Background: an optimization exercise with open tools, aiming at small area, a short achievable clock period and few clock cycles per item. Do not read the settings as production practice.
In this exercise RTL edits were held to simulation tests only and were not proved equivalent to the original.
No activity file was given, so power comes from the tool's default toggle rates.

<file path="design/flow/design.v">
package sigmoidPkg;
    localparam int DATA_W = 16;
    localparam int FRAC_W = 8;
    typedef logic signed [DATA_W-1:0] preAct_t;
    typedef logic [DATA_W-1:0] act_t;
    function automatic logic [7:0] sigmoidHalf(input logic [3:0] q, input logic [2:0] t);
        case ({q, t})
            7'd1: sigmoidHalf = 8'd6;   
            7'd2: sigmoidHalf = 8'd13;   
            7'd3: sigmoidHalf = 8'd19;   
            7'd4: sigmoidHalf = 8'd25;   
            7'd5: sigmoidHalf = 8'd31;   
            7'd8: sigmoidHalf = 8'd31;   
            7'd9: sigmoidHalf = 8'd37;   
            7'd10: sigmoidHalf = 8'd43;   
            7'd11: sigmoidHalf = 8'd49;   
            7'd12: sigmoidHalf = 8'd54;   
            7'd13: sigmoidHalf = 8'd59;   
            7'd16: sigmoidHalf = 8'd59;   
            7'd17: sigmoidHalf = 8'd64;   
            7'd18: sigmoidHalf = 8'd69;   
            7'd19: sigmoidHalf = 8'd73;   
            7'd20: sigmoidHalf = 8'd77;   
            7'd21: sigmoidHalf = 8'd81;   
            7'd24: sigmoidHalf = 8'd81;   
            7'd25: sigmoidHalf = 8'd85;   
            7'd26: sigmoidHalf = 8'd88;   
            7'd27: sigmoidHalf = 8'd92;   
            7'd28: sigmoidHalf = 8'd95;   
            7'd29: sigmoidHalf = 8'd97;   
            7'd32: sigmoidHalf = 8'd97;   
            7'd33: sigmoidHalf = 8'd100;   
            7'd34: sigmoidHalf = 8'd102;   
            7'd35: sigmoidHalf = 8'd105;   
            7'd36: sigmoidHalf = 8'd107;   
            7'd37: sigmoidHalf = 8'd109;   
            7'd40: sigmoidHalf = 8'd109;   
            7'd41: sigmoidHalf = 8'd110;   
            7'd42: sigmoidHalf = 8'd112;   
            7'd43: sigmoidHalf = 8'd113;   
            7'd44: sigmoidHalf = 8'd115;   
            7'd45: sigmoidHalf = 8'd116;   
            7'd48: sigmoidHalf = 8'd116;   
            7'd49: sigmoidHalf = 8'd117;   
            7'd50: sigmoidHalf = 8'd118;   
            7'd51: sigmoidHalf = 8'd119;   
            7'd52: sigmoidHalf = 8'd120;   
            7'd53: sigmoidHalf = 8'd120;   
            7'd56: sigmoidHalf = 8'd120;   
            7'd57: sigmoidHalf = 8'd121;   
            7'd58: sigmoidHalf = 8'd122;   
            7'd59: sigmoidHalf = 8'd122;   
            7'd60: sigmoidHalf = 8'd123;   
            7'd61: sigmoidHalf = 8'd123;   
            7'd64: sigmoidHalf = 8'd123;   
            7'd65: sigmoidHalf = 8'd124;   
            7'd66: sigmoidHalf = 8'd124;   
            7'd67: sigmoidHalf = 8'd125;   
            7'd68: sigmoidHalf = 8'd125;   
            7'd69: sigmoidHalf = 8'd125;   
            7'd72: sigmoidHalf = 8'd125;   
            7'd73: sigmoidHalf = 8'd125;   
            7'd74: sigmoidHalf = 8'd126;   
            7'd75: sigmoidHalf = 8'd126;   
            7'd76: sigmoidHalf = 8'd126;   
            7'd77: sigmoidHalf = 8'd126;   
            7'd80: sigmoidHalf = 8'd126;   
            7'd81: sigmoidHalf = 8'd126;   
            7'd82: sigmoidHalf = 8'd127;   
            7'd83: sigmoidHalf = 8'd127;   
            7'd84: sigmoidHalf = 8'd127;   
            7'd85: sigmoidHalf = 8'd127;   
            7'd88: sigmoidHalf = 8'd127;   
            7'd89: sigmoidHalf = 8'd127;   
            7'd90: sigmoidHalf = 8'd127;   
            7'd91: sigmoidHalf = 8'd127;   
            7'd92: sigmoidHalf = 8'd127;   
            7'd93: sigmoidHalf = 8'd128;   
            default: sigmoidHalf = 8'd0;
        endcase
    endfunction
endpackage
`timescale 1ns/1ps
module sigmoidLaneIn(x, s, d);
  input [15:0] x;
  wire [15:0] x;
  output s;
  wire s;
  output [7:0] d;
  wire [7:0] d;
  wire _108_;
  wire _109_;
  wire _110_;
  wire _111_;
  wire _112_;
  wire _113_;
  wire _114_;
  wire _115_;
  wire _116_;
  wire _117_;
  wire _118_;
  wire _119_;
  wire _120_;
  wire _121_;
  wire _122_;
  wire _123_;
  wire _124_;
  wire _125_;
  wire _126_;
  wire _127_;
  wire _128_;
  wire _129_;
  wire _130_;
  wire _131_;
  wire _132_;
  wire _133_;
  wire _134_;
  wire _135_;
  wire _136_;
  wire _137_;
  wire _138_;
  wire _139_;
  wire _140_;
  wire _141_;
  wire _142_;
  wire _143_;
  wire _144_;
  wire _145_;
  wire _146_;
  wire _147_;
  wire _148_;
  wire _149_;
  wire _150_;
  wire _151_;
  wire _152_;
  wire _153_;
  wire _154_;
  wire _155_;
  wire _156_;
  wire _157_;
  wire _158_;
  wire _159_;
  wire _160_;
  wire _161_;
  wire _162_;
  wire _163_;
  wire _164_;
  wire _165_;
  wire _166_;
  wire _167_;
  wire _168_;
  wire _169_;
  wire _170_;
  wire _171_;
  wire _172_;
  wire _173_;
  wire _174_;
  wire _175_;
  wire _176_;
  wire _177_;
  wire _178_;
  wire _179_;
  wire _180_;
  wire _181_;
  wire _182_;
  wire _183_;
  wire _184_;
  wire _185_;
  wire _186_;
  wire _187_;
  wire _188_;
  wire _189_;
  wire _190_;
  wire _191_;
  wire _192_;
  wire _193_;
  wire _194_;
  wire _195_;
  wire _196_;
  wire _197_;
  wire _198_;
  wire _199_;
  wire _200_;
  wire _201_;
  wire _202_;
  wire _203_;
  wire _204_;
  wire _205_;
  wire _206_;
  wire _207_;
  wire _208_;
  wire _209_;
  wire _210_;
  wire _211_;
  wire _212_;
  wire _213_;
  wire _214_;
  wire _215_;
  wire _216_;
  wire _217_;
  wire _218_;
  wire _219_;
  wire _220_;
  wire _221_;
  wire _222_;
  wire _223_;
  wire _224_;
  wire _225_;
  wire _226_;
  wire _227_;
  wire _228_;
  wire _229_;
  wire _230_;
  wire _231_;
  wire _232_;
  wire _233_;
  wire _234_;
  wire _235_;
  wire _236_;
  wire _237_;
  wire _238_;
  wire _239_;
  wire _240_;
  wire _241_;
  wire _242_;
  wire _243_;
  wire _244_;
  wire _245_;
  wire _246_;
  wire _247_;
  wire _248_;
  wire _249_;
  wire _250_;
  wire _251_;
  wire _252_;
  wire _253_;
  wire _254_;
  wire _255_;
  wire _256_;
  wire _257_;
  wire _258_;
  wire _259_;
  wire _260_;
  wire _261_;
  wire _262_;
  wire _263_;
  wire _264_;
  wire _265_;
  wire _266_;
  wire _267_;
  wire _268_;
  wire _269_;
  wire _270_;
  wire _271_;
  wire _272_;
  wire _273_;
  wire _274_;
  wire _275_;
  wire _276_;
  wire _277_;
  wire _278_;
  wire _279_;
  wire _280_;
  wire _281_;
  wire _282_;
  wire _283_;
  wire _284_;
  wire _285_;
  wire _286_;
  wire _287_;
  wire _288_;
  wire _289_;
  wire _290_;
  wire _291_;
  wire _292_;
  wire _293_;
  wire _294_;
  wire _295_;
  wire _296_;
  wire _297_;
  wire _298_;
  wire _299_;
  wire _300_;
  wire _301_;
  wire _302_;
  wire _303_;
  wire _304_;
  wire _305_;
  wire _306_;
  wire _307_;
  wire _308_;
  wire _309_;
  wire _310_;
  wire _311_;
  wire _312_;
  wire _313_;
  wire _314_;
  wire _315_;
  wire _316_;
  wire _317_;
  wire _318_;
  wire _319_;
  wire _320_;
  wire _321_;
  wire _322_;
  wire _323_;
  wire _324_;
  wire _325_;
  wire _326_;
  wire _327_;
  wire _328_;
  wire _329_;
  wire _330_;
  wire _331_;
  wire _332_;
  wire _333_;
  wire _334_;
  wire _335_;
  wire _336_;
  wire _337_;
  wire _338_;
  wire _339_;
  wire _340_;
  wire _341_;
  wire _342_;
  wire _343_;
  wire _344_;
  wire _345_;
  wire _346_;
  wire _347_;
  wire _348_;
  wire _349_;
  wire _350_;
  wire _351_;
  wire _352_;
  wire _353_;
  wire _354_;
  wire _355_;
  wire _356_;
  wire _357_;
  wire _358_;
  wire _359_;
  wire _360_;
  wire _361_;
  wire _362_;
  wire _363_;
  wire _364_;
  wire _365_;
  wire _366_;
  wire _367_;
  wire _368_;
  wire _369_;
  wire _370_;
  wire _371_;
  wire _372_;
  wire _373_;
  wire _374_;
  wire _375_;
  wire _376_;
  wire _377_;
  wire _378_;
  wire _379_;
  wire _380_;
  wire _381_;
  wire _382_;
  wire _383_;
  wire _384_;
  wire _385_;
  wire _386_;
  wire _387_;
  wire _388_;
  wire _389_;
  wire _390_;
  wire _391_;
  wire _392_;
  wire _393_;
  wire _394_;
  wire _395_;
  wire _396_;
  wire _397_;
  wire _398_;
  wire _399_;
  wire _400_;
  wire _401_;
  wire _402_;
  wire _403_;
  wire _404_;
  wire _405_;
  wire _406_;
  wire _407_;
  wire _408_;
  wire _409_;
  wire _410_;
  wire _411_;
  wire _412_;
  wire _413_;
  wire _414_;
  wire _415_;
  wire _416_;
  wire _417_;
  wire _418_;
  wire _419_;
  wire _420_;
  wire _421_;
  wire _422_;
  wire _423_;
  wire _424_;
  wire _425_;
  wire _426_;
  wire _427_;
  wire _428_;
  wire _429_;
  wire _430_;
  wire _431_;
  wire _432_;
  wire _433_;
  wire _434_;
  wire _435_;
  wire _436_;
  wire _437_;
  wire _438_;
  wire _439_;
  wire _440_;
  wire _441_;
  wire _442_;
  wire _443_;
  wire _444_;
  wire _445_;
  wire _446_;
  wire _447_;
  wire _448_;
  wire _449_;
  wire _450_;
  wire _451_;
  wire _452_;
  wire _453_;
  wire _454_;
  wire _455_;
  wire _456_;
  wire _457_;
  wire _458_;
  wire _459_;
  wire _460_;
  wire _461_;
  wire _462_;
  wire _463_;
  wire _464_;
  wire _465_;
  wire _466_;
  wire _467_;
  wire _468_;
  wire _469_;
  wire _470_;
  wire _471_;
  wire _472_;
  wire _473_;
  wire _474_;
  wire _475_;
  wire _476_;
  wire _477_;
  wire _478_;
  wire _479_;
  wire _480_;
  wire _000_;
  wire _001_;
  wire _002_;
  wire _003_;
  wire _004_;
  wire _005_;
  wire _006_;
  wire _007_;
  wire _008_;
  wire _009_;
  wire _010_;
  wire _011_;
  wire _012_;
  wire _013_;
  wire _014_;
  wire _015_;
  wire _016_;
  wire _017_;
  wire _018_;
  wire _019_;
  wire _020_;
  wire _021_;
  wire _022_;
  wire _023_;
  wire _024_;
  wire _025_;
  wire _026_;
  wire _027_;
  wire _028_;
  wire _029_;
  wire _030_;
  wire _031_;
  wire _032_;
  wire _033_;
  wire _034_;
  wire _035_;
  wire _036_;
  wire _037_;
  wire _038_;
  wire _039_;
  wire _040_;
  wire _041_;
  wire _042_;
  wire _043_;
  wire _044_;
  wire _045_;
  wire _046_;
  wire _047_;
  wire _048_;
  wire _049_;
  wire _050_;
  wire _051_;
  wire _052_;
  wire _053_;
  wire _054_;
  wire _055_;
  wire _056_;
  wire _057_;
  wire _058_;
  wire _059_;
  wire _060_;
  wire _061_;
  wire _062_;
  wire _063_;
  wire _064_;
  wire _065_;
  wire _066_;
  wire _067_;
  wire _068_;
  wire _069_;
  wire _070_;
  wire _071_;
  wire _072_;
  wire _073_;
  wire _074_;
  wire _075_;
  wire _076_;
  wire _077_;
  wire _078_;
  wire _079_;
  wire _080_;
  wire _081_;
  wire _082_;
  wire _083_;
  wire _084_;
  wire _085_;
  wire _086_;
  wire _087_;
  wire _088_;
  wire _089_;
  wire _090_;
  wire _091_;
  wire _092_;
  wire _093_;
  wire _094_;
  wire _095_;
  wire _096_;
  wire _097_;
  wire _098_;
  wire _099_;
  wire _100_;
  wire _101_;
  wire _102_;
  wire _103_;
  wire _104_;
  wire _105_;
  wire _106_;
  wire _107_;
  assign _108_ = x[0] & x[1];
  assign _109_ = _108_ & x[2];
  assign _110_ = _109_ | x[4];
  assign _033_ = _110_ | x[3];
  assign _034_ = ~ x[6];
  assign _111_ = ~ _033_;
  assign _112_ = ~ _034_;
  assign _113_ = ~ x[5];
  assign _114_ = _111_ | _112_;
  assign _035_ = _114_ | _113_;
  assign _115_ = _116_ & _117_;
  assign _116_ = ~ x[1];
  assign _117_ = ~ x[2];
  assign _118_ = ~ x[4];
  assign _119_ = ~ x[3];
  assign _120_ = _115_ | _118_;
  assign _036_ = _120_ | _119_;
  assign _037_ = ~ x[5];
  assign _121_ = ~ _036_;
  assign _122_ = ~ x[6];
  assign _123_ = ~ _037_;
  assign _124_ = _121_ | _122_;
  assign _038_ = _124_ | _123_;
  assign _125_ = ~ _035_;
  assign _126_ = ~ _038_;
  assign _039_ = _125_ | _126_;
  assign _040_ = ~ _039_;
  assign _127_ = _128_ & _129_;
  assign _128_ = ~ x[3];
  assign _129_ = ~ x[2];
  assign _130_ = ~ x[5];
  assign _041_ = _127_ | _130_;
  assign _131_ = _132_ & _133_;
  assign _132_ = ~ x[0];
  assign _133_ = ~ x[1];
  assign _134_ = ~ x[3];
  assign _135_ = ~ x[2];
  assign _136_ = _131_ | _134_;
  assign _042_ = _136_ | _135_;
  assign _137_ = _139_ & _140_;
  assign _138_ = _141_ & _142_;
  assign _139_ = ~ _042_;
  assign _140_ = ~ x[4];
  assign _141_ = ~ _037_;
  assign _142_ = ~ x[4];
  assign _043_ = _137_ | _138_;
  assign _143_ = _145_ & _146_;
  assign _144_ = _147_ & _148_;
  assign _145_ = ~ x[4];
  assign _146_ = ~ _043_;
  assign _147_ = ~ _041_;
  assign _148_ = ~ _043_;
  assign _044_ = _143_ | _144_;
  assign _149_ = ~ _040_;
  assign _150_ = ~ _044_;
  assign _045_ = _149_ | _150_;
  assign _046_ = ~ _045_;
  assign _047_ = ~ x[7];
  assign _048_ = ~ x[8];
  assign _151_ = ~ _047_;
  assign _152_ = ~ _048_;
  assign _049_ = _151_ | _152_;
  assign _153_ = ~ x[7];
  assign _154_ = ~ x[8];
  assign _050_ = _153_ | _154_;
  assign _155_ = ~ _049_;
  assign _156_ = ~ _050_;
  assign _051_ = _155_ | _156_;
  assign _157_ = ~ _034_;
  assign _158_ = ~ _047_;
  assign _052_ = _157_ | _158_;
  assign _159_ = ~ x[6];
  assign _160_ = ~ x[7];
  assign _053_ = _159_ | _160_;
  assign _161_ = ~ _052_;
  assign _162_ = ~ _053_;
  assign _054_ = _161_ | _162_;
  assign _055_ = ~ _054_;
  assign _056_ = _163_ & _164_;
  assign _163_ = ~ _051_;
  assign _164_ = ~ _055_;
  assign _165_ = ~ _046_;
  assign _166_ = ~ _056_;
  assign _057_ = _165_ | _166_;
  assign _167_ = x[8] & _169_;
  assign _168_ = _170_ & x[9];
  assign _169_ = ~ x[9];
  assign _170_ = ~ x[8];
  assign _058_ = _167_ | _168_;
  assign _059_ = _171_ & _172_;
  assign _171_ = ~ x[9];
  assign _172_ = ~ x[10];
  assign _060_ = ~ x[9];
  assign _061_ = ~ x[10];
  assign _062_ = _173_ & _174_;
  assign _173_ = ~ _060_;
  assign _174_ = ~ _061_;
  assign _063_ = _175_ & _176_;
  assign _175_ = ~ _059_;
  assign _176_ = ~ _062_;
  assign _177_ = _179_ & _180_;
  assign _178_ = _181_ & _182_;
  assign _179_ = ~ _057_;
  assign _180_ = ~ _063_;
  assign _181_ = ~ _058_;
  assign _182_ = ~ _063_;
  assign _064_ = _177_ | _178_;
  assign _065_ = ~ x[15];
  assign _183_ = ~ _065_;
  assign _184_ = ~ _048_;
  assign _066_ = _183_ | _184_;
  assign _185_ = ~ x[15];
  assign _186_ = ~ x[8];
  assign _067_ = _185_ | _186_;
  assign _187_ = ~ _066_;
  assign _188_ = ~ _067_;
  assign _068_ = _187_ | _188_;
  assign _069_ = ~ _068_;
  assign _189_ = _190_ & _191_;
  assign _190_ = ~ _054_;
  assign _191_ = ~ _069_;
  assign _192_ = ~ _046_;
  assign _070_ = _189_ | _192_;
  assign _071_ = _193_ & _194_;
  assign _193_ = ~ _069_;
  assign _194_ = ~ _040_;
  assign _072_ = ~ _051_;
  assign _073_ = _195_ & _196_;
  assign _195_ = ~ _054_;
  assign _196_ = ~ _072_;
  assign _197_ = _199_ & _200_;
  assign _198_ = _201_ & _202_;
  assign _199_ = ~ _071_;
  assign _200_ = ~ _056_;
  assign _201_ = ~ _073_;
  assign _202_ = ~ _056_;
  assign _074_ = _197_ | _198_;
  assign _075_ = _203_ & _204_;
  assign _203_ = ~ _044_;
  assign _204_ = ~ _039_;
  assign _205_ = _207_ & _208_;
  assign _206_ = x[15] & x[6];
  assign _207_ = ~ x[15];
  assign _208_ = ~ x[6];
  assign _076_ = _205_ | _206_;
  assign _209_ = ~ _075_;
  assign _210_ = ~ _076_;
  assign _077_ = _209_ | _210_;
  assign _211_ = ~ _070_;
  assign _212_ = ~ _074_;
  assign _213_ = ~ _077_;
  assign _214_ = _211_ | _212_;
  assign _078_ = _214_ | _213_;
  assign _079_ = _215_ & _216_;
  assign _215_ = ~ _051_;
  assign _216_ = ~ _040_;
  assign _080_ = ~ _079_;
  assign _217_ = ~ _078_;
  assign _218_ = ~ _080_;
  assign _081_ = _217_ | _218_;
  assign _219_ = x[8] & _221_;
  assign _220_ = _222_ & x[10];
  assign _221_ = ~ x[10];
  assign _222_ = ~ x[8];
  assign _082_ = _219_ | _220_;
  assign _083_ = ~ _082_;
  assign _223_ = ~ _081_;
  assign _224_ = ~ _083_;
  assign _084_ = _223_ | _224_;
  assign _225_ = _227_ & _228_;
  assign _226_ = x[15] & x[10];
  assign _227_ = ~ x[15];
  assign _228_ = ~ x[10];
  assign _085_ = _225_ | _226_;
  assign _229_ = _231_ & _232_;
  assign _230_ = _233_ & _234_;
  assign _231_ = ~ _080_;
  assign _232_ = ~ _085_;
  assign _233_ = ~ _055_;
  assign _234_ = ~ _085_;
  assign _086_ = _229_ | _230_;
  assign _087_ = ~ _056_;
  assign _088_ = ~ _058_;
  assign _235_ = ~ _088_;
  assign _236_ = ~ _055_;
  assign _089_ = _235_ | _236_;
  assign _090_ = ~ _063_;
  assign _237_ = _239_ & _240_;
  assign _238_ = _241_ & _242_;
  assign _239_ = ~ _087_;
  assign _240_ = ~ _090_;
  assign _241_ = ~ _089_;
  assign _242_ = ~ _090_;
  assign _091_ = _237_ | _238_;
  assign _092_ = ~ _091_;
  assign _093_ = ~ _076_;
  assign _094_ = _243_ & _244_;
  assign _243_ = ~ _055_;
  assign _244_ = ~ _093_;
  assign _245_ = ~ _092_;
  assign _246_ = ~ _094_;
  assign _095_ = _245_ | _246_;
  assign _247_ = _249_ & _250_;
  assign _248_ = x[15] & x[9];
  assign _249_ = ~ x[15];
  assign _250_ = ~ x[9];
  assign _096_ = _247_ | _248_;
  assign _251_ = _252_ & _253_;
  assign _252_ = ~ _069_;
  assign _253_ = ~ _093_;
  assign _254_ = ~ _089_;
  assign _097_ = _251_ | _254_;
  assign _255_ = _256_ & _257_;
  assign _256_ = ~ _051_;
  assign _257_ = ~ _068_;
  assign _258_ = ~ _088_;
  assign _098_ = _255_ | _258_;
  assign _259_ = _263_ & _264_;
  assign _260_ = _265_ & _266_;
  assign _261_ = _267_ & _268_;
  assign _262_ = _269_ & _270_;
  assign _263_ = ~ _056_;
  assign _264_ = ~ _097_;
  assign _265_ = ~ _056_;
  assign _266_ = ~ _098_;
  assign _267_ = ~ _096_;
  assign _268_ = ~ _097_;
  assign _269_ = ~ _096_;
  assign _270_ = ~ _098_;
  assign _271_ = _259_ | _260_;
  assign _272_ = _271_ | _261_;
  assign _099_ = _272_ | _262_;
  assign _273_ = _277_ & _278_;
  assign _274_ = _273_ & _279_;
  assign _275_ = _280_ & _281_;
  assign _276_ = _275_ & _282_;
  assign _277_ = ~ _099_;
  assign _278_ = ~ _045_;
  assign _279_ = ~ _091_;
  assign _280_ = ~ _094_;
  assign _281_ = ~ _045_;
  assign _282_ = ~ _091_;
  assign _100_ = _274_ | _276_;
  assign _283_ = _095_ & _075_;
  assign _284_ = _283_ & _099_;
  assign _101_ = _284_ | _100_;
  assign _285_ = _286_ & _287_;
  assign _102_ = _285_ & _288_;
  assign _286_ = ~ x[15];
  assign _287_ = ~ x[11];
  assign _288_ = ~ _062_;
  assign _289_ = _290_ & _291_;
  assign _103_ = _289_ & _292_;
  assign _290_ = ~ x[12];
  assign _291_ = ~ x[13];
  assign _292_ = ~ x[14];
  assign _293_ = ~ x[15];
  assign _294_ = ~ x[11];
  assign _104_ = _293_ | _294_;
  assign _295_ = ~ x[12];
  assign _296_ = ~ x[13];
  assign _297_ = ~ x[14];
  assign _298_ = _295_ | _296_;
  assign _105_ = _298_ | _297_;
  assign _299_ = _300_ & _301_;
  assign _106_ = _299_ & _302_;
  assign _300_ = ~ _104_;
  assign _301_ = ~ _105_;
  assign _302_ = ~ _059_;
  assign _303_ = _305_ & _306_;
  assign _304_ = _307_ & _308_;
  assign _305_ = ~ _102_;
  assign _306_ = ~ _106_;
  assign _307_ = ~ _103_;
  assign _308_ = ~ _106_;
  assign _107_ = _303_ | _304_;
  assign _309_ = _312_ & _313_;
  assign _310_ = _314_ & _315_;
  assign _311_ = _316_ & _317_;
  assign _312_ = ~ _084_;
  assign _313_ = ~ _107_;
  assign _314_ = ~ _086_;
  assign _315_ = ~ _107_;
  assign _316_ = ~ _101_;
  assign _317_ = ~ _107_;
  assign _318_ = _309_ | _310_;
  assign _000_ = _318_ | _311_;
  assign d[7] = ~ _000_;
  assign d[6] = _319_ & _320_;
  assign _319_ = ~ _064_;
  assign _320_ = ~ d[7];
  assign _321_ = ~ _045_;
  assign _322_ = ~ _072_;
  assign _323_ = ~ _083_;
  assign _324_ = _321_ | _322_;
  assign _001_ = _324_ | _323_;
  assign _002_ = _325_ & _326_;
  assign _325_ = ~ _055_;
  assign _326_ = ~ _045_;
  assign _327_ = _331_ & _332_;
  assign _328_ = _333_ & _334_;
  assign _329_ = _335_ & _336_;
  assign _330_ = _337_ & _338_;
  assign _331_ = ~ _051_;
  assign _332_ = ~ _040_;
  assign _333_ = ~ _051_;
  assign _334_ = ~ _097_;
  assign _335_ = ~ _068_;
  assign _336_ = ~ _040_;
  assign _337_ = ~ _068_;
  assign _338_ = ~ _097_;
  assign _339_ = _327_ | _328_;
  assign _340_ = _339_ | _329_;
  assign _003_ = _340_ | _330_;
  assign _341_ = _343_ & _344_;
  assign _342_ = _345_ & _346_;
  assign _343_ = ~ _002_;
  assign _344_ = ~ _063_;
  assign _345_ = ~ _003_;
  assign _346_ = ~ _063_;
  assign _004_ = _341_ | _342_;
  assign _347_ = _349_ & _350_;
  assign _348_ = _351_ & _352_;
  assign _349_ = ~ _001_;
  assign _350_ = ~ d[7];
  assign _351_ = ~ _004_;
  assign _352_ = ~ d[7];
  assign d[5] = _347_ | _348_;
  assign _005_ = ~ _002_;
  assign _006_ = _353_ & _354_;
  assign _353_ = ~ _069_;
  assign _354_ = ~ _093_;
  assign _007_ = _355_ & _356_;
  assign _355_ = ~ _051_;
  assign _356_ = ~ _068_;
  assign _357_ = _358_ & _359_;
  assign _358_ = ~ _006_;
  assign _359_ = ~ _007_;
  assign _360_ = ~ _045_;
  assign _008_ = _357_ | _360_;
  assign _361_ = ~ _005_;
  assign _362_ = ~ _008_;
  assign _009_ = _361_ | _362_;
  assign _363_ = ~ _057_;
  assign _364_ = ~ _090_;
  assign _010_ = _363_ | _364_;
  assign _011_ = ~ _010_;
  assign _012_ = _365_ & _366_;
  assign _365_ = ~ _088_;
  assign _366_ = ~ _003_;
  assign _367_ = _371_ & _372_;
  assign _368_ = _367_ & _373_;
  assign _369_ = _374_ & _375_;
  assign _370_ = _369_ & _376_;
  assign _371_ = ~ _009_;
  assign _372_ = ~ _012_;
  assign _373_ = ~ d[7];
  assign _374_ = ~ _011_;
  assign _375_ = ~ _012_;
  assign _376_ = ~ d[7];
  assign d[4] = _368_ | _370_;
  assign _377_ = _378_ & _379_;
  assign _378_ = ~ _054_;
  assign _379_ = ~ _079_;
  assign _380_ = ~ _098_;
  assign _013_ = _377_ | _380_;
  assign _014_ = _381_ & _382_;
  assign _381_ = ~ _096_;
  assign _382_ = ~ _013_;
  assign _383_ = _387_ & _388_;
  assign _384_ = _383_ & _389_;
  assign _385_ = _390_ & _391_;
  assign _386_ = _385_ & _392_;
  assign _387_ = ~ _078_;
  assign _388_ = ~ _014_;
  assign _389_ = ~ d[7];
  assign _390_ = ~ _011_;
  assign _391_ = ~ _014_;
  assign _392_ = ~ d[7];
  assign d[3] = _384_ | _386_;
  assign _015_ = ~ _094_;
  assign _393_ = ~ _075_;
  assign _394_ = ~ _015_;
  assign _016_ = _393_ | _394_;
  assign _395_ = _396_ & _397_;
  assign _396_ = ~ _040_;
  assign _397_ = ~ _055_;
  assign _398_ = ~ _082_;
  assign _399_ = ~ _016_;
  assign _400_ = _395_ | _398_;
  assign _017_ = _400_ | _399_;
  assign _401_ = _013_ & _068_;
  assign _402_ = _096_ & _017_;
  assign _018_ = _401_ | _402_;
  assign _403_ = _405_ & _406_;
  assign _404_ = _407_ & _408_;
  assign _405_ = ~ _009_;
  assign _406_ = ~ _018_;
  assign _407_ = ~ _014_;
  assign _408_ = ~ _018_;
  assign _019_ = _403_ | _404_;
  assign _409_ = _411_ & _412_;
  assign _410_ = _413_ & _414_;
  assign _411_ = ~ _045_;
  assign _412_ = ~ _079_;
  assign _413_ = ~ _073_;
  assign _414_ = ~ _079_;
  assign _020_ = _409_ | _410_;
  assign _415_ = ~ _020_;
  assign _416_ = ~ _005_;
  assign _021_ = _415_ | _416_;
  assign _417_ = ~ _021_;
  assign _418_ = ~ _068_;
  assign _419_ = ~ _092_;
  assign _420_ = _417_ | _418_;
  assign _022_ = _420_ | _419_;
  assign _023_ = ~ _022_;
  assign _421_ = _422_ & _423_;
  assign d[2] = _421_ & _424_;
  assign _422_ = ~ _019_;
  assign _423_ = ~ _023_;
  assign _424_ = ~ d[7];
  assign _425_ = _427_ & _428_;
  assign _426_ = _429_ & _430_;
  assign _427_ = ~ _015_;
  assign _428_ = ~ _096_;
  assign _429_ = ~ _088_;
  assign _430_ = ~ _096_;
  assign _024_ = _425_ | _426_;
  assign _431_ = ~ _039_;
  assign _432_ = ~ _094_;
  assign _025_ = _431_ | _432_;
  assign _433_ = ~ _024_;
  assign _434_ = ~ _016_;
  assign _435_ = ~ _025_;
  assign _436_ = _433_ | _434_;
  assign _026_ = _436_ | _435_;
  assign _437_ = _054_ & _439_;
  assign _438_ = _440_ & _075_;
  assign _439_ = ~ _075_;
  assign _440_ = ~ _054_;
  assign _027_ = _437_ | _438_;
  assign _441_ = _442_ & _443_;
  assign _442_ = ~ _027_;
  assign _443_ = ~ _019_;
  assign _444_ = ~ _011_;
  assign _028_ = _441_ | _444_;
  assign _445_ = _447_ & _448_;
  assign _446_ = _445_ & _449_;
  assign _447_ = ~ _083_;
  assign _448_ = ~ _003_;
  assign _449_ = ~ _023_;
  assign _450_ = ~ _026_;
  assign _451_ = ~ _028_;
  assign _452_ = _446_ | _450_;
  assign _029_ = _452_ | _451_;
  assign d[1] = _453_ & _454_;
  assign _453_ = ~ d[7];
  assign _454_ = ~ _029_;
  assign _455_ = ~ _080_;
  assign _456_ = ~ _085_;
  assign _030_ = _455_ | _456_;
  assign _457_ = _093_ & _071_;
  assign _458_ = _096_ & _071_;
  assign _459_ = _093_ & _030_;
  assign _460_ = _096_ & _030_;
  assign _461_ = _457_ | _458_;
  assign _462_ = _461_ | _459_;
  assign _031_ = _462_ | _460_;
  assign _032_ = _463_ & _464_;
  assign _463_ = ~ _031_;
  assign _464_ = ~ _101_;
  assign _465_ = _471_ & _472_;
  assign _466_ = _465_ & _473_;
  assign _467_ = _474_ & _475_;
  assign _468_ = _467_ & _476_;
  assign _469_ = _477_ & _478_;
  assign _470_ = _469_ & _479_;
  assign _471_ = ~ _084_;
  assign _472_ = ~ _107_;
  assign _473_ = ~ _032_;
  assign _474_ = ~ _086_;
  assign _475_ = ~ _107_;
  assign _476_ = ~ _032_;
  assign _477_ = ~ _022_;
  assign _478_ = ~ _107_;
  assign _479_ = ~ _032_;
  assign _480_ = _466_ | _468_;
  assign d[0] = _480_ | _470_;
  assign s = x[15];
endmodule
module sigmoidLaneOut (
    input  logic       s,
    input  logic [7:0] d,
    output logic [8:0] result
);
    logic [7:0] lower;
    logic or01;
    logic or23;
    logic or45;
    logic or03;
    assign or01 = d[0] | d[1];
    assign or23 = d[2] | d[3];
    assign or45 = d[4] | d[5];
    assign or03 = or01 | or23;
    assign lower[0] = 1'b0;
    assign lower[1] = d[0];
    assign lower[2] = or01;
    assign lower[3] = or01 | d[2];
    assign lower[4] = or03;
    assign lower[5] = or03 | d[4];
    assign lower[6] = or03 | or45;
    assign lower[7] = or03 | or45 | d[6];
    assign result[6:0] = d[6:0] ^ ({7{s}} & lower[6:0]);
    assign result[7] = ~(d[7] ^ (s & lower[7]));
    assign result[8] = ~s & d[7];
endmodule
`timescale 1ns/1ps
module sigmoidLayer #(
    parameter int NUM_LANES = 10
) (
    input  logic                                 clk,
    input  logic                                 rst,
    input  logic                                 inValid,
    output logic                                 inReady,
    input  sigmoidPkg::preAct_t [NUM_LANES-1:0] inData,
    output logic                                 outValid,
    input  logic                                 outReady,
    output sigmoidPkg::act_t [NUM_LANES-1:0]    outData
);
    logic sNext [NUM_LANES];
    logic [7:0] dNext [NUM_LANES];
    logic sReg [NUM_LANES];
    logic [7:0] dReg [NUM_LANES];
    logic [8:0] res [NUM_LANES];
    logic accept;
    assign inReady = !outValid || outReady;
    assign accept = inValid && inReady;
    always_ff @(posedge clk) begin
        if (rst) begin
            outValid <= 1'b0;
        end else if (inReady) begin
            outValid <= inValid;
        end
    end
    for (genvar i = 0; i < NUM_LANES; i++) begin : genLane
        sigmoidLaneIn laneIn (
            .x(inData[i]),
            .s(sNext[i]),
            .d(dNext[i])
        );
        always_ff @(posedge clk) begin
            if (accept) begin
                sReg[i] <= sNext[i];
                dReg[i] <= dNext[i];
            end
        end
        sigmoidLaneOut laneOut (
            .s(sReg[i]),
            .d(dReg[i]),
            .result(res[i])
        );
        assign outData[i] = {7'd0, res[i]};
    end
endmodule
</file>
<file path="design/flow/flow/run.sh">
#!/bin/bash
# Standard synthesis, then the combinational logic re-mapped by ABC for area (registers kept
# as the standard synthesis made them), then the standard layout from floorplan to finish.
set -euo pipefail
W=$(pwd)
R=$W/orfs/results/${FLOW_PLATFORM}/sigmoidLayer/base
L=$W/orfs/logs/${FLOW_PLATFORM}/sigmoidLayer/base
LIB=$FLOW_HOME/platforms/${FLOW_PLATFORM}/lib/sky130_fd_sc_hd__tt_025C_1v80.lib

# 1. The standard synthesis
bash standard.sh $R/1_2_yosys.v > $W/log_1_synth.txt 2>&1
cp $R/1_2_yosys.v $W/std_1_2_yosys.v

# 2. Re-map the combinational cells for area
python3 $W/flow/mkmap.py $LIB $W/comb_cells.v > $W/log_2_mkmap.txt 2>&1
DONTUSE=$(grep -o -- "-dont_use [A-Za-z0-9_]*" $L/1_2_yosys.log | sort -u | tr '\n' ' ')
if [[ -f $W/flow/remap.abc ]]; then
  cp $W/flow/remap.abc $W/remap.abc
else
  printf 'strash\ndch -f\nmap -a\ntopo\nstime -p\n' > $W/remap.abc
fi
# The logic from the registers to the outputs may get its own (faster) mapping first
OUTPASS=""
if [[ -f $W/flow/remap_out.abc ]]; then
  cp $W/flow/remap_out.abc $W/remap_out.abc
  OUTPASS="select -set oc o:outData %ci*:-sky130_fd_sc_hd__edfxtp_1
abc -liberty $LIB $DONTUSE -script $W/remap_out.abc @oc
select -clear"
fi
# One remap per seed of the area script (4 at a time); keep the smallest
SEEDS=${REMAP_SEEDS:-$(cat $W/flow/remap_seeds 2>/dev/null || echo 1)}
for S in $SEEDS; do
  sed "s/-S [0-9]*/-S $S/" $W/remap.abc > $W/remap_s$S.abc
  cat > $W/remap_s$S.ys <<EOS
read_liberty -lib $LIB
read_verilog $W/std_1_2_yosys.v
hierarchy -top $FLOW_TOP
techmap -map $W/comb_cells.v
techmap
opt -purge
$OUTPASS
abc -liberty $LIB $DONTUSE -script $W/remap_s$S.abc
opt_clean -purge
hilomap -singleton -hicell sky130_fd_sc_hd__conb_1 HI -locell sky130_fd_sc_hd__conb_1 LO
insbuf -buf sky130_fd_sc_hd__buf_4 A X
splitnets
opt_clean -purge
tee -o $W/remap_s$S.stat stat -liberty $LIB
write_verilog -noattr -noexpr -nohex -nodec $W/remap_s$S.v
EOS
  yosys -s $W/remap_s$S.ys > $W/log_2_remap_s$S.txt 2>&1 &
  while (( $(jobs -r | wc -l) >= 4 )); do sleep 1; done
done
wait
BEST=""; BESTA=""
for S in $SEEDS; do
  A=$(grep -o "Chip area for module .*: [0-9.]*" $W/remap_s$S.stat | awk '{print $NF}')
  echo "seed $S area $A" >> $W/log_2_remap_pick.txt
  if [[ -z "$BEST" ]] || python3 -c "import sys; sys.exit(0 if $A < $BESTA else 1)"; then BEST=$S; BESTA=$A; fi
done
echo "picked seed $BEST area $BESTA" >> $W/log_2_remap_pick.txt
cp $W/remap_s$BEST.v $W/remap_1_2_yosys.v
cp $W/remap_1_2_yosys.v $R/1_2_yosys.v
touch $R/1_2_yosys.v

if [[ -f $W/flow/skip_tie_fanout ]]; then export SKIP_REPAIR_TIE_FANOUT=1; fi
export BUFFER_PORTS_ARGS="-buffer_cell ${PORT_BUFFER:-sky130_fd_sc_hd__buf_1}"
bash standard.sh > $W/log_3_layout.txt 2>&1
</file>
<file path="design/flow/flow/mkmap.py">
#!/usr/bin/env python3
# Writes a Yosys techmap file turning each combinational liberty cell into its logic function.
import re, sys
lib = open(sys.argv[1]).read()
out = open(sys.argv[2], 'w')
pos = 0
cells = []
for m in re.finditer(r'\n\s*cell\s*\(\s*"?(\w+)"?\s*\)\s*\{', lib):
    cells.append((m.group(1), m.start()))
cells.append((None, len(lib)))
n = 0
for (name, s), (_, e) in zip(cells, cells[1:]):
    body = lib[s:e]
    if re.search(r'\n\s*(ff|latch|statetable)\s*\(', body):
        continue
    pins = []
    for pm in re.finditer(r'\n\s*pin\s*\(\s*"?(\w+)"?\s*\)\s*\{', body):
        pb = body[pm.end():pm.end() + 4000]
        # cut at next pin
        nxt = re.search(r'\n\s*pin\s*\(', pb)
        if nxt: pb = pb[:nxt.start()]
        d = re.search(r'direction\s*:\s*"?(\w+)"?', pb)
        f = re.search(r'\bfunction\s*:\s*"([^"]*)"', pb)
        pins.append((pm.group(1), d.group(1) if d else None, f.group(1) if f else None))
    outs = [p for p in pins if p[1] == 'output']
    ins = [p for p in pins if p[1] == 'input']
    if not outs or any(o[2] is None for o in outs):
        continue
    ports = [p[0] for p in ins] + [o[0] for o in outs]
    out.write(f"module {name} ({', '.join(ports)});\n")
    for p in ins: out.write(f"  input {p[0]};\n")
    for o in outs:
        fn = o[2].replace('!', '~')
        fn = re.sub(r'\b1\b', "1'b1", fn); fn = re.sub(r'\b0\b', "1'b0", fn)
        out.write(f"  output {o[0]};\n  assign {o[0]} = {fn};\n")
    out.write("endmodule\n\n")
    n += 1
print(n, "cells")
</file>
<file path="design/flow/flow/remap.abc">
strash
&get -n
&deepsyn -S 1 -T 120
&put
dch -f
map -D 1200
topo
stime -p
</file>
<file path="design/flow/flow/remap_out.abc">
strash
dch -f
map -D 700
topo
stime -p
</file>
<file path="design/flow/flow/remap_seeds">
1 2 3 4
</file>
<file path="design/flow/flow/skip_tie_fanout">
tie cells: one for all constant outputs
</file>
<file path="design/flow/standard.sh">
#!/bin/bash
# synth_recipe.tcl (not shown) runs the flow's synth.tcl, then flattens the netlist and writes it again
# the make line also repeats each setting of config.mk as NAME=value (left out here)
make -C /OpenROAD-flow-scripts/flow DESIGN_CONFIG=/design/flow/config.mk WORK_HOME=/design/flow/orfs CLKGATE_MAP_FILE= SYNTH_SCRIPT=/design/flow/synth_recipe.tcl "${@:-finish}"
</file>
<file path="design/flow/config.mk">
export PLATFORM = sky130hd
export DESIGN_NAME = sigmoidLayer
export DESIGN_NICKNAME = sigmoidLayer
export VERILOG_FILES = /design/flow/design.v
export SDC_FILE = /design/flow/constraint.sdc
export NUM_CORES = 4
export LEC_CHECK = 0
export CAP_MARGIN = 20
export CORE_MARGIN = 2
export CORE_UTILIZATION = 40
export CTS_BUF_LIST = sky130_fd_sc_hd__clkbuf_8
export PLACE_DENSITY = 0.6
export SETUP_SLACK_MARGIN = 1.5
export SLEW_MARGIN = 20
</file>
<file path="design/flow/constraint.sdc">
create_clock -name core_clock -period 4.5 [get_ports {clk}]
set_input_delay 0.9000 -clock core_clock [delete_from_list [all_inputs] [get_ports {clk}]]
set_output_delay 0.9000 -clock core_clock [all_outputs]
set_load 0.01 [all_outputs]
</file>
==> results.yml, run 1 <==
sta:
  setup_violations: 0
  setup_tns_ns: 0
  hold_violations: 0
  rsz0062_at_grt: "true"
  tightest_slew_ns: 0.842
  report.final.slew_viol_count: 0
  period_share: 0.648
  slew_headroom: 0.438
  setup_ws_ns: 1.58
  fmax_mhz: 343
  min_period_ns: 2.92
  fin_skew_ns: 0.0185
finish:
  fin_nets: 1982
  syn2layout_area_growth_pct: 11.9
  drive_gt1_frac: 0.0560
  final_area_mm2: 0.0119
placed_design:
  hpwl_mm: 24.7
  gp_congestion: 0.951
  port_buffers: 255
  dpl_cell_area_mm2: 0.0114
  pre_cts_slack_ns: 1.04
clock_tree:
  clk_pin_slew_ns: 0.11
  numCtsBuffers: 9
  cts_max_level: 3
  clk_latency_ns: 0.39
  clock_tree.root_cell: "clkbuf_8"
  clockBufferDepth: 2
  cts_tree: "yes"
  clock_sinks: 91
  cts_hold_buf: 0
die:
  rows: 59
  dieWidth_um: 167
  dieArea_mm2: 0.0278
  boundaryPins: 326
  die_y_um: 167
  initial_core_util: 0.407
  core-area_mm2: 0.0261
route:
  wl_mm: 30.4
  avgViaCountPerCell: 5.40
  ant_nets: 0
  drc: 0
  avgRoutedWirePerCell_um: 14.1
  drt_iter0_markers: 738
  route.vias.total: 11650
  dr.pass1.iters: 5
power_and_ir_drop:
  power_density_mw_per_mm2: 237
  power.total_uw: 2820
  cellLeakagePower_uw: 0.00424
  peakVddDrop_mv: 0.108
critical_path:
  cp_max_fo: 3
  crit_start: "dReg[9][3]"
  crit_path_start_kind: "flop"
  cp-end-kind: "output pin"
  r2r-start: "outValid"
  cpMaxStageDelayCell: "o41ai_2"
  crit_arrival_ns: 2.02
  path_class: "reg2out"
  crit_required_ns: 3.60
  slowest_delay_ns: 0.50
  crit_chain: "o41ai_2 -> o21ai_2 -> a21oi_2 -> xnor2_1 -> buf_1"
min_path:
  worstHoldPathType: "reg2reg"
  min-delay-start: "outValid"
global_route:
  grt_max_degree: 71
  antenna_found_initial: 2
  met3_usage: 0.0402
  use_met2: 0.346
  grtUsageMet1: 0.278
  grt_pass1_wl_mm: 49.1
  busiest_layer: "met2"
  track_usage: 0.208
  grt_overflow: 0
  grt_pass1_vias: 10310
status:
  status: "finished clean"
yosys:
  synth_cells: 1620
  yosys_warnings: 8
  synth.cell_area_mm2: 0.0106
  avgSynthCellArea_um2: 6.55
  synth_fp_nets: 1784
job:
  cap_violations: 0
## per-layer routing
layer	vias up	wire, um
met5	-	11
met4	2	447
met3	38	2160
met2	448	14100
met1	5234	13700
li1	5928	-
## sequential cells by signal (all words and copies together) (netlist names)
name,flops
dReg,80
sReg,10
outValid,1
## critical path, delay by kind of cell, from the launching register on
kind | cells | cell delay (ns)
compound gates | 3 | 0.82
xor+xnor | 1 | 0.16
buf+inv | 1 | 0.19
flops | 1 | 0.47
## path summary, 6_finish.rpt
check | endpoint | slack (ns) | cells after the start
min | outValid | 0.55 | 2
min reg2reg | outValid | 0.55 | 2
max reg2reg | sReg[5] | 2.73 | 2
max | outData[150] | 1.58 | 5
## final cells by class
cell class	count	area [um2]
Timing Repair Buffer	267	1070
Clock buffer	9	124
Fill cell	2706	14200
Antenna cell	1	2.50
Sequential cell	91	2720
Clock inverter	7	70.1
Inverter	208	781
Multi-Input combinational cell	1241	6680
Tap cell	335	419
## placed cells by master, fill, tap and decap left out, drive strengths merged, types with 7 or more instances in the layout
cell type / n
nand2: 342
buf: 260
nor2: 219
clkinv: 210
o21ai: 118
a21oi: 108
edfxtp: 90
nand3: 74
xnor2: 58
xor2: 55
nor3: 51
o211ai: 43
a31oi: 19
a211oi: 16
clkbuf: 16
or2: 12
a22oi: 11
o22ai: 10
nand4: 9
o21a: 8
o31ai: 8
and2: 7
a311oi: 7
o2111ai: 7
## through the flow
stage | std cells | hold slack [ns] | util
after CTS | 2150 | 0.553 | 0.448
after global routing | 2158 | 0.620 | 0.455
final | 2159 | 0.549 | 0.456
after detailed placement | 2134 | 0.533 | 0.439
after global placement | 2134 | 0.523 | 0.439
after floorplan | 1620 | 0.612 | -
## timing repair
item,CTS,global route
endpoints found under the setup margin,12,55
pin swaps,0,4
setup buffers,0,8
resized for setup,13,40
## power by group
part | switching (uW) | internal, uW
combinational | 813 | 396
clock | 359 | 217
sequential | 46.9 | 986
Testbench counts, summed over its fixed seeds: cycles 16,008, beats 16,000.
==> run 2, diff against run 1 <==
==> design/flow/flow/remap.abc (replaced) <==
strash
&get -n
&deepsyn -S 1 -T 120
&put
dch -f
map -D 1000
topo
stime -p
==> design/flow/flow/remap_out.abc (replaced) <==
strash
dch -f
map -D 500
topo
stime -p
==> results.yml, run 2 <==
status:
  status: "finished clean"
critical_path:
  crit_start: "inData[148]"
  r2r-end: "dReg[4][3]"
  crit_path_start_kind: "input port"
  worstSetupEndpoint: "dReg[9][2]"
  cp-end-kind: "flop"
  path_class: "in2reg"
  rrSetupSlack_ns: 2.86
  crit_arrival_ns: 3.06
  worst-r2r-cell-count: 2
  crit_required_ns: 4.64
  cp_max_fo: 7
  r2r-start: "outValid"
power_and_ir_drop:
  p_sw_frac: 0.421
  power.share.clock: 0.205
  peakVddDrop_mv: 0.116
  cellLeakagePower_uw: 0.00434
  seqPwrFrac: 0.361
  p_comb_frac: 0.434
  power.total_uw: 2870
  power_density_mw_per_mm2: 235
  p_switching_uw: 1210
  internal_power_uw: 1660
placed_design:
  hpwl_mm: 26.9
  gp_congestion: 0.988
  port_buffers: 255
  dp.cells: 2228
  dpl_cell_area_mm2: 0.0118
finish:
  regMostFlops: "dReg"
  fin_util: 0.454
  syn2layout_area_growth_pct: 11.6
  final_cells: 2250
  final_area_mm2: 0.0122
  n_antenna_cell: 0
  layout_common_cells: "nand2_1, nor2_1, clkinv_1, buf_1, o21ai_0"
  fin_nets: 2068
  drive_gt1_frac: 0.0550
  final_common_cell: "nand2_1"
  num-fill-cells: 2864
  reg_top3: "dReg x80, sReg x10, outValid x1"
  largest_reg_flops: 80
clock_tree:
  clock_sinks: 91
  clk_latency_ns: 0.37
  cts_tree: "yes"
  clockBufferDepth: 2
  clock_tree.root_cell: "clkbuf_8"
  numCtsBuffers: 9
  cts_hold_buf: 0
  cts_max_level: 3
  clk_pin_slew_ns: 0.10
die:
  dieWidth_um: 169
  boundaryPins: 326
  die_y_um: 169
  rows: 60
  dieArea_mm2: 0.0287
  initial_core_util: 0.406
  core-area_mm2: 0.0270
yosys:
  synth_cells: 1708
  yosys_warnings: 8
  avgSynthCellArea_um2: 6.41
  synth_fp_nets: 1872
  synth.cell_area_mm2: 0.0110
sta:
  setup_violations: 0
  min_period_ns: 2.91
  fin_skew_ns: 0.0139
  rsz0062_at_grt: "true"
  slew_headroom: 0.462
  hold_violations: 0
  tightest_slew_ns: 0.807
  fmax_mhz: 343
  report.final.slew_viol_count: 0
  setup_tns_ns: 0
  period_share: 0.648
route:
  avgRoutedWirePerCell_um: 14.6
  route.vias.total: 12266
  avgViaCountPerCell: 5.45
  dr.pass1.iters: 6
  drc: 0
  ant_nets: 0
  drt_iter0_markers: 1053
  wl_mm: 32.8
global_route:
  track_usage: 0.224
  grt_overflow: 0
  antenna_found_initial: 0
  grt_pass1_vias: 11196
  grt_pass1_wl_mm: 53.1
  grt_max_degree: 71
job:
  cap_violations: 0
min_path:
  worstHoldPathType: "reg2reg"
## run 2: worst max-delay path: stages
cell and delay (ns):
buf_1 0.14, o211ai_1 0.17, a22oi_2 0.30, nand4_1 0.20
a22oi_2 0.25, o21ai_0 0.11, nand4_1 0.10, nand4_1 0.19
a31oi_4 0.28, o2111ai_4 0.18, and3_2 0.22
## run 2: worst min-delay path by stage
stage	start	endpoint	slack, ns	cells past startpoint
after detailed placement	outValid	outValid	0.59	2
after CTS	outValid	outValid	0.61	2
after global routing	outValid	outValid	0.66	2
after floorplan	outValid	outValid	0.61	2
after global placement	outValid	outValid	0.58	2
final	outValid	outValid	0.62	2
## run 2: timing repair
action	4_1_cts	5_1_grt
pin swaps	0	5
resized for setup	11	57
endpoints found under the setup margin	16	41
buffers inserted	0	6
hold endpoints to repair	0	0
## run 2: power groups by stage
| stage | Sequential (uW) | Clock, uW | Combinational, uW |
|---|---|---|---|
| after floorplan | 1040 | 0 | 857 |
| after global placement | 1050 | 0 | 1180 |
| after detailed placement | 1050 | 0 | 1180 |
| after CTS | 1040 | 619 | 1190 |
| after global routing | 1040 | 651 | 1400 |
| final | 1040 | 589 | 1250 |
## run 2: cell type report
| class | count | area [um2] | area share |
|---|---|---|---|
| clock inverters | 6 | 72.6 | 0.00594 |
| well taps | 341 | 427 | 0.0349 |
| clock buffers | 10 | 138 | 0.0113 |
| multi-input cells | 1286 | 6870 | 0.562 |
| flip-flops and latches | 91 | 2720 | 0.223 |
| inverters | 251 | 946 | 0.0774 |
| repair buffers | 265 | 1050 | 0.0858 |
## run 2: metal layers
| metal | part of all wire | up-vias | global-route usage |
|---|---|---|---|
| met2 | 0.47 | 466 | 0.387 |
| met5 | 0 | - | 0 |
| met3 | 0.069 | 88 | 0.0366 |
| met4 | 0.045 | 0 | 0.104 |
| met1 | 0.42 | 5476 | 0.273 |
| li1 | - | 6236 | - |
## run 2: stage by stage
stage | hold slack (ns) | setup WS [ns]
2_1_floorplan | 0.612 | 1.50
4_1_cts | 0.607 | 1.51
3_5_place_dp | 0.591 | 0.728
3_3_place_gp | 0.584 | 0.778
6_report | 0.615 | 1.59
5_1_grt | 0.663 | 1.45
==> run 3, diff against run 2 <==
==> design/flow/flow/remap.abc (replaced) <==
strash
&get -n
&deepsyn -S 1 -T 120
&put
dch -f
map -D 1200
topo
stime -p
==> results.yml, run 3 <==
sta:
  rsz0062_at_grt: "true"
  tightest_slew_ns: 0.696
  min_period_ns: 2.88
  fin_skew_ns: 0.00848
  setup_violations: 0
  period_share: 0.639
  setup_tns_ns: 0
  report.final.slew_viol_count: 0
  slew_headroom: 0.536
  fmax_mhz: 348
  hold_violations: 0
die:
  initial_core_util: 0.405
  dieWidth_um: 169
  die_y_um: 169
  boundaryPins: 326
  core-area_mm2: 0.0268
  rows: 60
  dieArea_mm2: 0.0285
critical_path:
  rrSetupSlack_ns: 3.00
  path_class: "in2reg"
  cp_max_fo: 8
  crit_arrival_ns: 3.00
  crit_path_start_kind: "input port"
  cp-end-kind: "flop"
  crit_required_ns: 4.62
yosys:
  synth_cells: 1684
  avgSynthCellArea_um2: 6.45
  synth.cell_area_mm2: 0.0109
  yosys_warnings: 8
  synth_fp_nets: 1848
job:
  cap_violations: 0
finish:
  drive_gt1_frac: 0.0362
  largest_reg_flops: 80
  fin_util: 0.445
  final_cells: 2222
  reg_top3: "dReg x80, sReg x10, outValid x1"
  fin_nets: 2038
  regMostFlops: "dReg"
  final_common_cell: "nand2_1"
  layout_common_cells: "nand2_1, buf_1, clkinv_1, nor2_1, a21oi_1"
  syn2layout_area_growth_pct: 9.85
global_route:
  grt_max_degree: 71
  grtUsageMet1: 0.259
  grt_overflow: 0
  track_usage: 0.206
  use_met2: 0.370
  met3_usage: 0.0302
  busiest_layer: "met2"
  antenna_found_initial: 4
  grt_pass1_wl_mm: 49.4
  grt_pass1_vias: 10685
placed_design:
  port_buffers: 255
  gp_congestion: 0.958
  hpwl_mm: 25.0
  dp.cells: 2204
clock_tree:
  clock_tree.root_cell: "clkbuf_8"
  clockBufferDepth: 2
  cts_max_level: 3
  cts_hold_buf: 0
  clk_pin_slew_ns: 0.10
  clk_latency_ns: 0.37
  numCtsBuffers: 9
  cts_tree: "yes"
  clock_sinks: 91
power_and_ir_drop:
  power.total_uw: 2800
  cellLeakagePower_uw: 0.00429
  power_density_mw_per_mm2: 235
  peakVddDrop_mv: 0.126
route:
  wl_mm: 30.3
  dr.pass1.iters: 5
  ant_nets: 0
  route.vias.total: 12099
  drt_iter0_markers: 716
  drc: 0
  avgViaCountPerCell: 5.45
  avgRoutedWirePerCell_um: 13.7
min_path:
  worstHoldPathType: "reg2reg"
status:
  status: "finished clean"
==> run 3: worst paths after layout <==
kind / start / endpoint / depth (start not counted)
setup / recovery: inData[15] / dReg[0][3] / 9
hold / removal: outValid / outValid / 2
setup reg to reg: outValid / dReg[6][0] / 2
hold reg to reg: outValid / outValid / 2
==> run 3: worst max-delay path, cell delays in order <==
cell and delay [ns]:
buf_1 0.37, xor2_1 0.43, clkinv_1 0.16, a22oi_1 0.23
o211ai_1 0.15, a32oi_1 0.29, nor2_1 0.13, o211ai_1 0.23
a31oi_1 0.11
==> run 3: through the flow <==
step           setup slack, ns  instance area [um2]  hold slack [ns]
3_3_place_gp              1.12                11700            0.530
5_1_grt                   1.40                11900            0.590
2_1_floorplan             1.54                10900            0.612
3_5_place_dp              1.04                11700            0.538
4_1_cts                   1.51                11900            0.553
6_report                  1.62                11900            0.557
==> run 3: report_power, final <==
part | total (uW) | switching (uW) | internal (uW)
registers | 1030 | 47.4 | 986
clock network | 587 | 325 | 262
logic | 1180 | 799 | 378
==> run 3: area by class of cell <==
| cell class | count | area (um2) |
|---|---|---|
| clock inverters | 7 | 75.1 |
| repair buffers | 259 | 990 |
| diodes | 2 | 5.00 |
| fillers | 2837 | 14900 |
| flip-flops and latches | 91 | 2720 |
| clock buffers | 9 | 124 |
| multi-input cells | 1287 | 6740 |
| inverters | 226 | 848 |
| well taps | 341 | 427 |
==> run 3: timing repair <==
action                                  in CTS  in global routing
buffers inserted                             0                  0
resized for setup                            2                 10
endpoints found under the setup margin       1                 18
==> run 3: per-layer routing <==
layer	vias to the layer above	share of wire
li1	6166	-
met1	5369	0.43
met2	509	0.49
met3	51	0.068
met4	4	0.018
met5	-	0.00099
==> run 4, diff against run 3 <==
--- a/design/flow/config.mk
+++ b/design/flow/config.mk
@@ -10,5 +10,5 @@
 export CORE_UTILIZATION = 40
 export CTS_BUF_LIST = sky130_fd_sc_hd__clkbuf_8
 export PLACE_DENSITY = 0.6
-export SETUP_SLACK_MARGIN = 1.5
+export SETUP_SLACK_MARGIN = 1.9
 export SLEW_MARGIN = 20
==> results.yml, run 4 <==
status:
  status: "finished clean"
critical_path:
  path_buf_inv: 2
  cpMaxStageDelayCell: "edfxtp_1"
  slowest_delay_ns: 0.43
  crit_arrival_ns: 1.73
  cp-end-kind: "output pin"
  path_class: "reg2out"
  crit_chain: "buf_4 -> nor4_4 -> nand4_1 -> nand3_1 -> nand2_1 -> buf_2"
  cp_max_fo: 3
  worst-r2r-cell-count: 2
  r2r-start: "outValid"
  worstSetupEndpoint: "outData[151]"
  r2r-end: "dReg[1][4]"
  crit_path_start_kind: "flop"
  rrSetupSlack_ns: 2.74
  crit_family: "simple AND/OR/NAND/NOR gates"
  crit_required_ns: 3.60
  crit_start: "dReg[9][1]"
  path_depth: 6
power_and_ir_drop:
  power.total_uw: 2940
  peakVddDrop_mv: 0.147
  cellLeakagePower_uw: 0.00486
  power_density_mw_per_mm2: 224
finish:
  layout_common_cells: "nand2_1, clkinv_1, buf_1, nor2_1, a21oi_1"
  multi_input_area_mm2: 0.00739
  syn2layout_area_growth_pct: 20.7
  final-seq-area_mm2: 0.00272
  final_common_cell: "nand2_1"
  reg_top3: "dReg x80, sReg x10, outValid x1"
  largest_reg_flops: 80
  fin_nets: 2093
  num-fill-cells: 2743
  drive_gt1_frac: 0.153
  regMostFlops: "dReg"
  fin_util: 0.489
sta:
  whs_ns: 0.557
  fin_skew_ns: 0.0159
  fmax_mhz: 380
  period_share: 0.584
  slew_headroom: 0.324
  rsz0062_at_grt: "true"
  min_period_ns: 2.63
  setup_violations: 0
  report.final.slew_viol_count: 0
  setup_tns_ns: 0
  tightest_slew_ns: 1.00
  hold_violations: 0
clock_tree:
  cts_tree: "yes"
  clk_pin_slew_ns: 0.10
  numCtsBuffers: 9
  clockBufferDepth: 2
  clock_tree.root_cell: "clkbuf_8"
  clock_sinks: 91
  cts_hold_buf: 0
  cts_max_level: 3
  clk_latency_ns: 0.39
global_route:
  grt_max_degree: 73
  grt_pass1_vias: 11202
  grt_pass1_wl_mm: 52.3
  track_usage: 0.221
  antenna_found_initial: 2
  grt_overflow: 0
yosys:
  synth_cells: 1684
  synth_fp_nets: 1848
  synth.cell_area_mm2: 0.0109
  avgSynthCellArea_um2: 6.45
  yosys_warnings: 8
job:
  cap_violations: 0
route:
  wl_mm: 33.4
  ant_nets: 0
  drt_iter0_markers: 906
  avgRoutedWirePerCell_um: 14.7
  dr.pass1.iters: 6
  drc: 0
  route.vias.total: 12563
  avgViaCountPerCell: 5.52
die:
  rows: 60
  core-area_mm2: 0.0268
  die_y_um: 169
  dieArea_mm2: 0.0285
  initial_core_util: 0.405
  boundaryPins: 326
  dieWidth_um: 169
min_path:
  worstHoldPathType: "reg2reg"
placed_design:
  gp_congestion: 0.991
  port_buffers: 255
  hpwl_mm: 26.1
[run 4: layout make-up]
cell class | count | share of cell area
diodes | 1 | 0.000191
clock buffers | 9 | 0.00945
clock inverters | 6 | 0.00458
inverters | 226 | 0.0669
multi-input cells | 1287 | 0.564
flip-flops and latches | 91 | 0.208
well taps | 341 | 0.0326
repair buffers | 314 | 0.115
[run 4: how the worst min path moves through the flow]
stage | from | to | slack (ns) | cells after the start
after floorplan | outValid | outValid | 0.61 | 2
after global placement | outValid | outValid | 0.53 | 2
after detailed placement | outValid | outValid | 0.54 | 2
after CTS | outValid | outValid | 0.56 | 2
after global routing | outValid | outValid | 0.59 | 2
final | outValid | outValid | 0.56 | 2
[run 4: timing repair]
action                     in CTS  in global routing
pin swaps                       5                 33
setup buffers                  22                 36
setup endpoints to repair      69                112
gates resized for setup        58                182
[run 4: worst register-to-register path: stages, from the launching register on]
cell and delay, ns:
dfxtp_1 0.36, a21oi_4 0.59, buf_12 0.43
[run 4: power breakdown]
group / total [uW] / internal [uW] / switching, uW
Clock: 553 / 250 / 303
Combinational: 1350 / 465 / 881
Sequential: 1040 / 986 / 51.2
Total: 2940 / 1700 / 1240
[run 4: per-stage QoR]
| stage | area (um2) | setup WS (ns) | instances |
|---|---|---|---|
| after global placement | 11700 | 1.29 | 2201 |
| final | 13100 | 1.87 | 2275 |
| after floorplan | 10900 | 1.65 | 1684 |
| after global routing | 13100 | 1.77 | 2274 |
| after CTS | 12300 | 1.85 | 2238 |
| after detailed placement | 11700 | 1.28 | 2201 |
[run 4: per-layer routing]
metal  vias to the layer above  routed length [um]  GRT usage  part of all wire
met5                         -                  13          0           0.00039
met4                         2                1270      0.107             0.038
met3                        95                2400     0.0390             0.072
met2                       535               16600      0.395              0.50
met1                      5677               13100      0.254              0.39
li1                       6254                   -          -                 -
==> run 5, diff against run 4 <==
==> design/flow/flow/remap_out.abc (replaced) <==
strash
dch -f
map -D 700
topo
stime -p
--- a/design/flow/config.mk
+++ b/design/flow/config.mk
@@ -10,5 +10,5 @@
 export CORE_UTILIZATION = 40
 export CTS_BUF_LIST = sky130_fd_sc_hd__clkbuf_8
 export PLACE_DENSITY = 0.6
-export SETUP_SLACK_MARGIN = 1.9
+export SETUP_SLACK_MARGIN = 1.7
 export SLEW_MARGIN = 20
==> results.yml, run 5 <==
die:
  dieArea_mm2: 0.0278
  rows: 59
  boundaryPins: 326
  core-area_mm2: 0.0261
  initial_core_util: 0.407
  die_y_um: 167
  dieWidth_um: 167
finish:
  fin_nets: 2016
  num-fill-cells: 2691
  layout_common_cells: "nand2_1, buf_1, nor2_1, clkinv_1, a21oi_1"
  syn2layout_area_growth_pct: 16.5
  fin_util: 0.474
  regMostFlops: "dReg"
  largest_reg_flops: 80
  drive_gt1_frac: 0.106
  reg_top3: "dReg x80, sReg x10, outValid x1"
  final_cells: 2193
  final_area_mm2: 0.0124
  final_common_cell: "nand2_1"
route:
  route.vias.total: 11859
  avgViaCountPerCell: 5.41
  avgRoutedWirePerCell_um: 13.8
  drt_iter0_markers: 770
  drc: 0
  wl_mm: 30.3
  dr.pass1.iters: 8
  ant_nets: 0
global_route:
  track_usage: 0.208
  antenna_found_initial: 4
  grt_pass1_wl_mm: 49.2
  grt_overflow: 0
  grt_pass1_vias: 10511
  grt_max_degree: 91
yosys:
  synth.cell_area_mm2: 0.0106
  avgSynthCellArea_um2: 6.55
  synth_fp_nets: 1784
  yosys_warnings: 8
  synth_cells: 1620
placed_design:
  dpl_cell_area_mm2: 0.0114
  dp.cells: 2132
  gp_congestion: 0.961
  hpwl_mm: 24.0
  port_buffers: 255
critical_path:
  cp-end-kind: "output pin"
  cp_max_fo: 3
  crit_required_ns: 3.60
  crit_arrival_ns: 1.88
  crit_path_start_kind: "flop"
  path_class: "reg2out"
power_and_ir_drop:
  power.total_uw: 2910
  peakVddDrop_mv: 0.158
  power_density_mw_per_mm2: 235
  cellLeakagePower_uw: 0.00451
clock_tree:
  cts_hold_buf: 0
  cts_tree: "yes"
  numCtsBuffers: 9
  cts_max_level: 3
  clock_tree.root_cell: "clkbuf_8"
  clockBufferDepth: 2
  clk_latency_ns: 0.38
  clk_pin_slew_ns: 0.11
  clock_sinks: 91
sta:
  hold_violations: 0
  fmax_mhz: 360
  slew_headroom: 0.572
  setup_tns_ns: 0
  report.final.slew_viol_count: 0
  period_share: 0.618
  setup_violations: 0
  fin_skew_ns: 0.0130
  tightest_slew_ns: 0.634
  rsz0062_at_grt: "true"
  min_period_ns: 2.78
job:
  cap_violations: 0
min_path:
  worstHoldPathType: "reg2reg"
status:
  status: "finished clean"
run 5: stage by stage:
step	setup slack (ns)	hold WS, ns
after CTS	1.68	0.542
after global routing	1.57	0.573
after global placement	1.20	0.519
after floorplan	1.65	0.609
after detailed placement	1.08	0.525
final	1.72	0.539
run 5: repair_timing:
action | in CTS | in global routing
buffers inserted | 20 | 24
pin swaps | 6 | 29
resized for setup | 42 | 88
setup endpoints to repair | 38 | 93
run 5: final timing paths:
kind / startpoint / to / slack (ns) / depth (start not counted)
min: outValid / outValid / 0.54 / 2
min reg2reg: outValid / outValid / 0.54 / 2
max: dReg[0][1] / outData[7] / 1.72 / 7
max reg2reg: outValid / dReg[6][4] / 3.17 / 2
run 5: report_power, final:
group	leakage, uW	internal [uW]	switching [uW]
clock network	0.0000988	267	338
logic	0.00353	435	834
registers	0.000879	986	47.1
total	0.00451	1690	1220
run 5: routing by layer:
metal,wire (um),GRT usage,part of all wire,vias to the layer above
met5,41,0,0.0014,-
met4,476,0.0540,0.016,6
met3,2140,0.0354,0.070,50
met2,14200,0.346,0.47,441
met1,13500,0.279,0.45,5348
li1,-,-,-,6014
run 5: cell type report:
| type | count | area (um2) | area share |
|---|---|---|---|
| multi-input combinational | 1241 | 6850 | 0.554 |
| sequential | 91 | 2720 | 0.220 |
| timing repair buffer | 301 | 1350 | 0.109 |
| inverter | 208 | 806 | 0.0652 |
| tap | 335 | 419 | 0.0339 |
| clock buffer | 9 | 124 | 0.0100 |
| clock inverter | 7 | 82.6 | 0.00668 |
| antenna | 1 | 2.50 | 0.000202 |
run 5: worst max-delay path: stages (launching register included):
cell and delay, ns:
edfxtp_1 0.43, o41ai_2 0.40, o21ai_1 0.16, a21oi_2 0.19, o21ai_1 0.09, nand2_1 0.06, nand2_1 0.04, clkbuf_2 0.12

## separate check: timing with driven ports
Ports are ideal in the flow. The routed layouts listed here were re-timed in OpenROAD. Step 1, drivers: a clkbuf_16 drives clk and a buf_2 each remaining input, both assumed. Step 2 also shifts input and output timing later by t, the mid clock arrival at the registers, as if the neighbouring blocks saw the same clock. Slacks: ideal ports / drivers / drivers and shift; pairs: ideal ports / drivers.
| run | t (ns) | slack for setup (ns) | latest minus earliest clock arrival (ns) | worst data-port slew with drivers (ns) | pins driven straight from the clock port |
|---|---|---|---|---|---|
| run 1 | 0.419 | 1.585 / 1.544 / 1.263 | 0.019 / 0.019 | 0.08 | 1 |
| run 2 | 0.413 | 1.586 / 1.607 / 1.194 | 0.016 / 0.016 | 0.06 | 1 |
| run 3 | 0.408 | 1.624 / 1.615 / 1.206 | 0.015 / 0.015 | 0.08 | 1 |
| run 4 | 0.421 | 1.871 / 1.828 / 1.563 | 0.016 / 0.016 | 0.08 | 1 |
| run 5 | 0.416 | 1.720 / 1.677 / 1.418 | 0.014 / 0.014 | 0.07 | 1 |
After both steps every run listed still meets setup and hold. For run 3, which loses most, drivers alone change the setup slack by -0.009 ns; drivers and shift together by -0.418 ns.
